Background: an optimization exercise with open tools, aiming at small area, a short achievable clock period and few clock cycles per item. Do not read the settings as production practice. At most, simulation tests tie the RTL to the original design; equivalence was not proved.

==> flow/design.v <==
package hdbe_op_pkg;
  typedef enum logic [3:0] {
    ADD  = 4'd0,
    SUB  = 4'd1,
    MUL  = 4'd2,
    SHL  = 4'd3,
    LSHR = 4'd4,
    ASHR = 4'd5,
    AND  = 4'd6,
    OR   = 4'd7,
    XOR  = 4'd8
  } op_e;
  localparam logic [3:0] OpLastLegal = 4'd8;
  typedef struct packed {
    logic ovf;
    logic zero;
    logic illegal;
  } op_flags_t;
  function automatic logic op_is_legal(input logic [3:0] op);
    op_is_legal = (op <= OpLastLegal);
  endfunction
endpackage
module binary_op_alu (
  input  logic [3:0]  op,
  input  logic [31:0] lhs,
  input  logic [31:0] rhs,
  output logic [31:0] result,
  output logic        ovf
);
  logic        sub_s;
  logic [31:0] rhs_x_s;
  logic [31:0] sum_s;
  logic        is_shl_s;
  logic        fill_s;
  logic        amt_big_s;
  logic [31:0] src_s;
  logic [31:0] shr_s;
  logic [31:0] sh_s;
  assign sub_s   = op[0];
  assign rhs_x_s = rhs ^ {32{sub_s}};
  assign sum_s   = lhs + rhs_x_s + {31'd0, sub_s};
  assign is_shl_s  = !op[2];
  assign fill_s    = op[2] && op[0] && lhs[31];
  assign amt_big_s = |rhs[31:5];
  always_comb begin
    for (int i = 0; i < 32; i++) src_s[i] = is_shl_s ? lhs[31-i] : lhs[i];
  end
  assign shr_s = 32'($signed({fill_s, src_s}) >>> rhs[4:0]);
  always_comb begin
    for (int i = 0; i < 32; i++) sh_s[i] = amt_big_s ? fill_s : (is_shl_s ? shr_s[31-i] : shr_s[i]);
  end
  always_comb begin
    result = '0;
    ovf    = 1'b0;
    case (op)
      hdbe_op_pkg::ADD,
      hdbe_op_pkg::SUB: begin
        result = sum_s;
        ovf    = (lhs[31] == rhs_x_s[31]) && (sum_s[31] != lhs[31]);
      end
      hdbe_op_pkg::SHL,
      hdbe_op_pkg::LSHR,
      hdbe_op_pkg::ASHR: result = sh_s;
      hdbe_op_pkg::AND:  result = lhs & rhs;
      hdbe_op_pkg::OR:   result = lhs | rhs;
      hdbe_op_pkg::XOR:  result = lhs ^ rhs;
      hdbe_op_pkg::MUL:  result = rhs;
      default:           result = '0;
    endcase
  end
endmodule
module binary_op_booth_enc #(
  parameter int G = 4
) (
  input  logic [2*G:0] y,
  output logic [G-1:0] neg,
  output logic [G-1:0] one,
  output logic [G-1:0] two
);
  always_comb begin
    for (int i = 0; i < G; i++) begin
      neg[i] = y[2*i+2];
      one[i] = y[2*i+1] ^ y[2*i];
      two[i] = (y[2*i+2] & ~y[2*i+1] & ~y[2*i]) | (~y[2*i+2] & y[2*i+1] & y[2*i]);
    end
  end
endmodule
module binary_op_mulstep #(
  parameter int G = 4
) (
  input  logic [31:0]       a,
  input  logic [31:0]       h,
  input  logic [G-1:0]      neg,
  input  logic [G-1:0]      one,
  input  logic [G-1:0]      two,
  output logic [32+2*G-1:0] t
);
  localparam int TW = 32 + 2 * G;
  function automatic logic [TW-1:0] bias();
    logic [TW-1:0] b;
    b = -(TW'(1) << 31);
    for (int i = 0; i < G; i++) b = b - (TW'(1) << (32 + 2 * i));
    bias = b;
  endfunction
  localparam logic [TW-1:0] Bias = bias();
  logic [TW-1:0] rows_s [G];
  logic [TW-1:0] hrow_s;
  logic [TW-1:0] krow_s;
  logic [TW-1:0] s1_s, c1_s, s2_s, c2_s, s3_s, c3_s, s4_s, c4_s;
  always_comb begin
    for (int i = 0; i < G; i++) begin
      logic [32:0] mag;
      mag = ({33{one[i]}} & {a[31], a}) | ({33{two[i]}} & {a, 1'b0});
      mag = mag ^ {33{neg[i]}};
      rows_s[i] = TW'({~mag[32], mag[31:0]}) << (2 * i);
      if (i > 0) rows_s[i][2*i-2] = neg[i-1];
    end
    hrow_s = TW'({~h[31], h[30:0]});
    krow_s = Bias;
    krow_s[2*G-2] = neg[G-1];
  end
  function automatic logic [TW-1:0] maj(input logic [TW-1:0] x, input logic [TW-1:0] y,
                                        input logic [TW-1:0] z);
    maj = (x & y) | (x & z) | (y & z);
  endfunction
  assign s1_s = rows_s[0] ^ rows_s[1] ^ rows_s[2];
  assign c1_s = maj(rows_s[0], rows_s[1], rows_s[2]) << 1;
  assign s2_s = rows_s[3] ^ hrow_s ^ krow_s;
  assign c2_s = maj(rows_s[3], hrow_s, krow_s) << 1;
  assign s3_s = s1_s ^ c1_s ^ s2_s;
  assign c3_s = maj(s1_s, c1_s, s2_s) << 1;
  assign s4_s = s3_s ^ c3_s ^ c2_s;
  assign c4_s = maj(s3_s, c3_s, c2_s) << 1;
  assign t    = s4_s + c4_s;
endmodule
module binary_op_pipe
#(
  parameter int ParamBitWidth = 32,
  parameter int ParamLatency  = 2,
  parameter int ParamTagWidth = 8
) (
  input  logic                     clk,
  input  logic                     reset,
  input  logic                     in_valid,
  output logic                     in_ready,
  input  logic [3:0]               in_op,
  input  logic [ParamBitWidth-1:0] in_lhs,
  input  logic [ParamBitWidth-1:0] in_rhs,
  input  logic [ParamTagWidth-1:0] in_tag,
  output logic                     out_valid,
  input  logic                     out_ready,
  output logic [ParamBitWidth-1:0] out_result,
  output logic [ParamTagWidth-1:0] out_tag,
  output logic                     out_ovf,
  output logic                     out_zero,
  output logic                     out_illegal
);
  logic          valid_r;
  logic          busy_r;
  logic [1:0]    cnt_r;      
  logic [1:0]    len_r;      
  logic [31:0]   res_r;
  logic [31:0]   a_r;
  logic [31:0]   h_r;
  logic          first_r;    
  logic [3:0]    neg_r;      
  logic [3:0]    one_r;
  logic [3:0]    two_r;
  logic [7:0]    tag_r;
  logic          ovf_r;
  logic          ill_r;
  logic          mul_r;
  logic          take_s;
  logic          in_mul_s;
  logic [31:0]   alu_result_s;
  logic          alu_ovf_s;
  logic [39:0]   step_s;
  logic [1:0]    rhs_len_s;
  logic          swap_s;
  logic [1:0]    sel_s;
  logic [31:0]   shifted_s;
  logic [31:0]   hi_mask_s;
  logic [7:0]    mplier_s;
  logic [3:0]    in_neg_s, in_one_s, in_two_s;
  logic [3:0]    nx_neg_s, nx_one_s, nx_two_s;
  binary_op_alu u_alu (
    .op     (in_op),
    .lhs    (in_lhs),
    .rhs    (in_rhs),
    .result (alu_result_s),
    .ovf    (alu_ovf_s)
  );
  binary_op_mulstep #(
    .G(4)
  ) u_mulstep (
    .a   (a_r),
    .h   (h_r & {32{!first_r}}),
    .neg (neg_r),
    .one (one_r),
    .two (two_r),
    .t   (step_s)
  );
  binary_op_booth_enc #(
    .G(4)
  ) u_enc_in (
    .y   ({mplier_s, 1'b0}),
    .neg (in_neg_s),
    .one (in_one_s),
    .two (in_two_s)
  );
  binary_op_booth_enc #(
    .G(4)
  ) u_enc_next (
    .y   (res_r[15:7]),
    .neg (nx_neg_s),
    .one (nx_one_s),
    .two (nx_two_s)
  );
  function automatic logic [1:0] mul_len(input logic [31:0] v);
    if (v[31:7] == {25{v[31]}}) mul_len = 2'd0;
    else if (v[31:15] == {17{v[31]}}) mul_len = 2'd1;
    else if (v[31:23] == {9{v[31]}}) mul_len = 2'd2;
    else mul_len = 2'd3;
  endfunction
  assign rhs_len_s = mul_len(in_rhs);
  assign swap_s    = (in_lhs[31:7] == {25{in_lhs[31]}});
  assign mplier_s  = swap_s ? in_lhs[7:0] : in_rhs[7:0];
  assign in_ready = !busy_r && (!valid_r || out_ready);
  assign take_s   = in_valid && in_ready;
  assign in_mul_s = (in_op == hdbe_op_pkg::MUL);
  always_ff @(posedge clk or posedge reset) begin
    if (reset) begin
      valid_r <= 1'b0;
      busy_r  <= 1'b0;
      cnt_r   <= '0;
    end else if (take_s) begin
      valid_r <= !in_mul_s;
      busy_r  <= in_mul_s;
      cnt_r   <= swap_s ? 2'd0 : rhs_len_s;
    end else if (busy_r) begin
      cnt_r <= cnt_r - 1'b1;
      if (cnt_r == 2'd0) begin
        busy_r  <= 1'b0;
        valid_r <= 1'b1;
      end
    end else if (out_ready) begin
      valid_r <= 1'b0;
    end
  end
  assign sel_s = (cnt_r == 2'd0) ? len_r : 2'd3;
  always_comb begin
    case (sel_s)
      2'd0:    shifted_s = {step_s[31:0]};
      2'd1:    shifted_s = {step_s[23:0], res_r[31:24]};
      2'd2:    shifted_s = {step_s[15:0], res_r[31:16]};
      default: shifted_s = {step_s[7:0], res_r[31:8]};
    endcase
  end
  always_ff @(posedge clk) begin
    if (take_s) begin
      tag_r   <= in_tag;
      ill_r   <= !hdbe_op_pkg::op_is_legal(in_op);
      mul_r   <= in_mul_s;
      ovf_r   <= alu_ovf_s;
      len_r   <= swap_s ? 2'd0 : rhs_len_s;
      a_r     <= swap_s ? in_rhs : in_lhs;
      first_r <= 1'b1;
      neg_r   <= in_neg_s;
      one_r   <= in_one_s;
      two_r   <= in_two_s;
      res_r   <= alu_result_s;
    end else if (busy_r) begin
      h_r     <= step_s[39:8];
      first_r <= 1'b0;
      res_r   <= shifted_s;
      neg_r   <= nx_neg_s;
      one_r   <= nx_one_s;
      two_r   <= nx_two_s;
    end
  end
  always_comb begin
    case (len_r)
      2'd0:    hi_mask_s = 32'hFF00_0000;
      2'd1:    hi_mask_s = 32'hFFFF_0000;
      2'd2:    hi_mask_s = 32'hFFFF_FF00;
      default: hi_mask_s = 32'hFFFF_FFFF;
    endcase
  end
  assign out_valid   = valid_r;
  assign out_result  = res_r;
  assign out_tag     = tag_r;
  assign out_ovf     = ovf_r || (mul_r && (|((h_r ^ {32{res_r[31]}}) & hi_mask_s)));
  assign out_zero    = (res_r == 32'd0);
  assign out_illegal = ill_r;
endmodule
export LEC_CHECK = 0
export ABC_AREA = 1
export CAP_MARGIN = 20
export CORE_MARGIN = 2
export CORE_UTILIZATION = 40
export CTS_BUF_LIST = sky130_fd_sc_hd__clkbuf_8
export SLEW_MARGIN = 20
create_clock -name core_clock -period 12.0 [get_ports {clk}]
standard.sh (not shown) runs the stock make flow with config.mk's settings and CLKGATE_MAP_FILE= SYNTH_SCRIPT=/design/flow/synth_recipe.tcl, a recipe that flattens the netlist after the stock synthesis.
==> flow/flow/run.sh <==
#!/bin/bash
set -euo pipefail
args=()
while IFS= read -r line; do
  [[ -z "$line" || "$line" == \#* ]] && continue
  args+=("$line")
done < flow/params.txt
printf '%s\n' "${args[@]}" > flow_params.log
bash standard.sh "${args[@]}" finish > flow_make.log 2>&1
==> flow/flow/params.txt <==
SETUP_SLACK_MARGIN=6.8
BUFFER_PORTS_ARGS=-buffer_cell sky130_fd_sc_hd__buf_1
TNS_END_PERCENT=10
The first run went through all stages and came out clean.
Then changed:
--- a/flow/design.v
+++ b/flow/design.v
@@ -65,5 +65,4 @@
       hdbe_op_pkg::OR:   result = lhs | rhs;
       hdbe_op_pkg::XOR:  result = lhs ^ rhs;
-      hdbe_op_pkg::MUL:  result = rhs;
       default:           result = '0;
     endcase
@@ -163,5 +162,4 @@
   logic [31:0]   a_r;
   logic [31:0]   h_r;
-  logic          first_r;    
   logic [3:0]    neg_r;      
   logic [3:0]    one_r;
@@ -181,5 +179,5 @@
   logic [31:0]   shifted_s;
   logic [31:0]   hi_mask_s;
-  logic [7:0]    mplier_s;
+  logic [31:0]   mplier_s;
   logic [3:0]    in_neg_s, in_one_s, in_two_s;
   logic [3:0]    nx_neg_s, nx_one_s, nx_two_s;
@@ -195,5 +193,5 @@
   ) u_mulstep (
     .a   (a_r),
-    .h   (h_r & {32{!first_r}}),
+    .h   (h_r),
     .neg (neg_r),
     .one (one_r),
@@ -204,5 +202,5 @@
     .G(4)
   ) u_enc_in (
-    .y   ({mplier_s, 1'b0}),
+    .y   ({mplier_s[7:0], 1'b0}),
     .neg (in_neg_s),
     .one (in_one_s),
@@ -225,5 +223,5 @@
   assign rhs_len_s = mul_len(in_rhs);
   assign swap_s    = (in_lhs[31:7] == {25{in_lhs[31]}});
-  assign mplier_s  = swap_s ? in_lhs[7:0] : in_rhs[7:0];
+  assign mplier_s  = swap_s ? in_lhs : in_rhs;
   assign in_ready = !busy_r && (!valid_r || out_ready);
   assign take_s   = in_valid && in_ready;
@@ -265,12 +263,11 @@
       len_r   <= swap_s ? 2'd0 : rhs_len_s;
       a_r     <= swap_s ? in_rhs : in_lhs;
-      first_r <= 1'b1;
+      h_r     <= '0;
       neg_r   <= in_neg_s;
       one_r   <= in_one_s;
       two_r   <= in_two_s;
-      res_r   <= alu_result_s;
+      res_r   <= !in_mul_s ? alu_result_s : mplier_s;
     end else if (busy_r) begin
       h_r     <= step_s[39:8];
-      first_r <= 1'b0;
       res_r   <= shifted_s;
       neg_r   <= nx_neg_s;
Non-clock buffer count is lower by 11.
Final area is about the same.
Wire length goes down by a few percent.
Via count barely changes.
Global-route usage is lower by 2.1 points.
Utilization goes down by 0.16 points.
Die area grows slightly.
Count of clock-buffer cells in the layout stays the same.
First-iteration DRC count fell by a few percent.
Register-to-register slack improved by 0.11 ns.
Worst setup slack improves by 0.044 ns.
Testbench counts after the change, summed over its fixed seeds: cycles 9,780, items 8,000.
Function not checked in the first run of this note: the RTL went through the layout flow alone.

## afterwards: timing with drivers on the ports
The results above use ideal ports. As a check the final layouts listed here were re-extracted and re-timed, cells and wires unchanged.
Step 1 (the two cells are an assumption about what drives the block):
set clk [get_ports {clk}]
set_driving_cell -lib_cell sky130_fd_sc_hd__clkbuf_16 $clk
set_driving_cell -lib_cell sky130_fd_sc_hd__buf_2 [delete_from_list [all_inputs] $clk]
Step 2 adds t to the input delays and takes it off the output delays; t is the mean of the earliest and latest rising clock arrival at the registers after step 1. Input paths then give back, and output paths get back, about the clock's delay inside the block.
Slacks: no drivers / after step 1 / after step 2; pairs: no drivers / after step 1.
run	shift t [ns]	setup WS [ns]	worst setup path at the end	worst slew at a driven data input, ns	pins driven straight from the clock port
the first run	0.548	6.753 / 6.725 / 6.236	input to register	0.08	1
the second run	0.530	6.797 / 6.775 / 6.530	input to register	0.05	1
After both steps every run listed still meets setup and hold. The setup slack of the first run, which loses most, moves by -0.028 ns with the drivers and by -0.517 ns with both steps.
